Background: an optimization exercise with open tools, aiming at small area and a short achievable clock period. Do not read the settings as production practice. The RTL was checked by simulation tests, not by an equivalence proof against the original design. Power figures rest on the tool's default switching activity, not on a simulated workload.

## fire_seek_mode_sequencer
module fire_seek_mode_sequencer (
    input  logic        i_clk,
    input  logic        i_rst_n,
    input  logic        i_in_valid,
    output logic        i_in_ready,
    input  logic        i_in_operation,
    input  logic [9:0]  i_in_distance_cm,
    input  logic [31:0] i_in_now_tick,
    input  logic [1:0]  i_in_random_pick,
    input  logic        i_cfg_valid,
    output logic        i_cfg_ready,
    input  logic [2:0]  i_cfg_index,
    input  logic [15:0] i_cfg_data,
    output logic        o_out_valid,
    input  logic        o_out_ready,
    output logic [7:0]  o_out_servo_angle,
    output logic [2:0]  o_out_motion,
    output logic        o_out_fan_on,
    output logic [2:0]  o_out_mode,
    output logic        o_out_fire_seen,
    output logic        o_out_fire_near
);
==> flow/config.mk <==
export PLATFORM = sky130hd
export DESIGN_NAME = fire_seek_mode_sequencer
export DESIGN_NICKNAME = fire_seek_mode_sequencer
export VERILOG_FILES = /design/flow/design.v
export SDC_FILE = /design/flow/constraint.sdc
export NUM_CORES = 4
export LEC_CHECK = 0
export CAP_MARGIN = 20
export CORE_MARGIN = 2
export CORE_UTILIZATION = 40
export SETUP_SLACK_MARGIN = 2.5
export SLEW_MARGIN = 20
export TNS_END_PERCENT = 5
==> flow/constraint.sdc <==
create_clock -name core_clock -period 6.0 [get_ports {i_clk}]
set_input_delay 1.2000 -clock core_clock [delete_from_list [all_inputs] [get_ports {i_clk}]]
set_output_delay 1.2000 -clock core_clock [all_outputs]
set_load 0.01 [all_outputs]
standard.sh (not shown) runs the stock make flow with config.mk's settings and CLKGATE_MAP_FILE= SYNTH_SCRIPT=/design/flow/synth_recipe.tcl, a recipe that flattens the netlist after the stock synthesis.
==> flow/flow/run.sh <==
#!/bin/bash
# Standard layout flow, except that the port buffers are plain buf_1 cells (which the
# resizer may upsize) instead of the default clkdlybuf4s50_1 delay buffers.
set -euo pipefail
# the standard synthesis, unchanged
bash standard.sh synth > synth.log 2>&1
# floorplan to final layout
bash standard.sh BUFFER_PORTS_ARGS="-buffer_cell sky130_fd_sc_hd__buf_1" finish > layout.log 2>&1
Then changed:
--- a/flow/design.v
+++ b/flow/design.v
@@ -82,40 +82,31 @@
     assign lost    = r_lost;
     assign far     = r_far;
     assign n_range = !i_rst_n ? 10'd999 : ((i_accept && !is_ctrl) ? i_distance_cm : r_range);
     always_ff @(posedge i_clk) begin
         r_range <= n_range;
         r_lost  <= !ge32({22'd0, i_detect_next}, {22'd0, n_range});
         r_far   <= !ge32({22'd0, i_stop_next}, {22'd0, n_range});
     end
-    logic [31:0] t_ref, now;
-    logic [15:0] t_len;
-    logic        ge_lo, ge_31, due, tdone;
+    logic [31:0] t_ref, now, t_len;
+    logic        ge_31, ge_32, due, tdone;
     assign now   = i_now_tick;
     assign t_ref = r_sel_patrol ? r_pdl : r_tmr;
-    assign ge_lo = ge32({16'd0, now[15:0]}, {16'd0, t_ref[15:0]});
-    assign ge_31 = ge32({1'b0, now[30:16], 16'd0}, {1'b0, t_ref[30:16], 16'd0}) &&
-                   (ge_lo || (now[30:16] != t_ref[30:16]));
+    assign ge_31 = ge32({1'b0, now[30:0]}, {1'b0, t_ref[30:0]});
     assign due   = (m_patrol && !r_pdl_set) ? !now[31] : !(now[31] ^ t_ref[31] ^ !ge_31);
-    logic [15:0] hi_eq, hi_p;
-    logic        eq0, eq1, hi_nz, s_hi, lo_ge;
-    logic [15:0] csa_s;
-    logic [16:0] csa_c;
-    assign hi_eq = ~(now[31:16] ^ t_ref[31:16]);
-    assign hi_p  = now[31:16] | ~t_ref[31:16];
-    assign eq0   = &hi_eq;
-    assign eq1   = !hi_eq[0] && (hi_eq[15:1] == hi_p[14:0]);
-    assign hi_nz = ge_lo ? !eq0 : !eq1;
-    assign t_len = r_sel_fan ? i_fan_max : i_pause_len;
-    assign csa_s = now[15:0] ^ r_tmr[15:0] ^ t_len;
-    assign csa_c = {(now[15:0] & ~r_tmr[15:0]) | (now[15:0] & ~t_len) | (~r_tmr[15:0] & ~t_len), 1'b1};
-    assign s_hi  = cout32({csa_s, 16'd0}, {csa_c[15:0], 16'hFFFF});
-    assign lo_ge = ge_lo ? (csa_c[16] && s_hi) : (csa_c[16] || s_hi);
-    assign tdone = hi_nz || lo_ge;
+    assign ge_32 = ge32(now, t_ref);
+    logic [31:0] csa_s;
+    logic [32:0] csa_c;
+    logic        s_hi;
+    assign t_len = {16'd0, r_sel_fan ? i_fan_max : i_pause_len};
+    assign csa_s = now ^ r_tmr ^ t_len;
+    assign csa_c = {(now & ~r_tmr) | (now & ~t_len) | (~r_tmr & ~t_len), 1'b1};
+    assign s_hi  = cout32(csa_s, csa_c[31:0]);
+    assign tdone = ge_32 ? (csa_c[32] && s_hi) : (csa_c[32] || s_hi);
     logic [15:0] a_len;
     logic [16:0] sum_lo;
     logic [15:0] sum_hi;
     logic [31:0] sum;
     assign a_len  = (r_sel_patrol && lost) ? i_patrol_period : (r_sel_pause ? i_turn_len : 16'd0);
     assign sum_lo = {1'b0, now[15:0]} + {1'b0, a_len};
     logic [15:0] pre1;
     always_comb begin
Result: The new run completed without violations. Core utilization went down by 0.91 points. Via count went up by about 5%. Worst hold slack hardly moves. Routed wire length went up by about 1.8%. Synthesized cell count went up by about 3%. Cell count went up by about 2%. Maximum frequency went up by 0.35%. Sequential share of layout area went down by 0.22 points. Clock power is about the same. Design area went up by about 0.56%. Global-route usage hardly moves. Non-clock buffer count went down by 3.

==> static timing again, ports no longer ideal <==
The flow's constraints put no driver on any port. The routed layouts listed below were extracted and timed again, unchanged, in two steps. Step 1: set_driving_cell puts a clkbuf_16 on i_clk and a buf_2 on each other input, an assumption about the parent block. Step 2 also shifts input and output timing later by t, the mid clock arrival at the registers, as if the neighbouring blocks saw the same clock. a / b / c = ideal ports / drivers / drivers and shift; a / b = the first two.
run	t (ns)	setup slack, ns	worst hold slack (ns)	worst data-port slew with drivers (ns)
the first run	0.473	2.395 / 2.391 / 1.918	0.474 / 0.474 / 0.474	0.09
the second run	0.481	2.407 / 2.433 / 1.952	0.476 / 0.476 / 0.476	0.07
After both steps setup and hold are still met in every run listed. For the first run, which loses most, drivers alone change the setup slack by -0.004 ns; drivers and shift together by -0.477 ns.
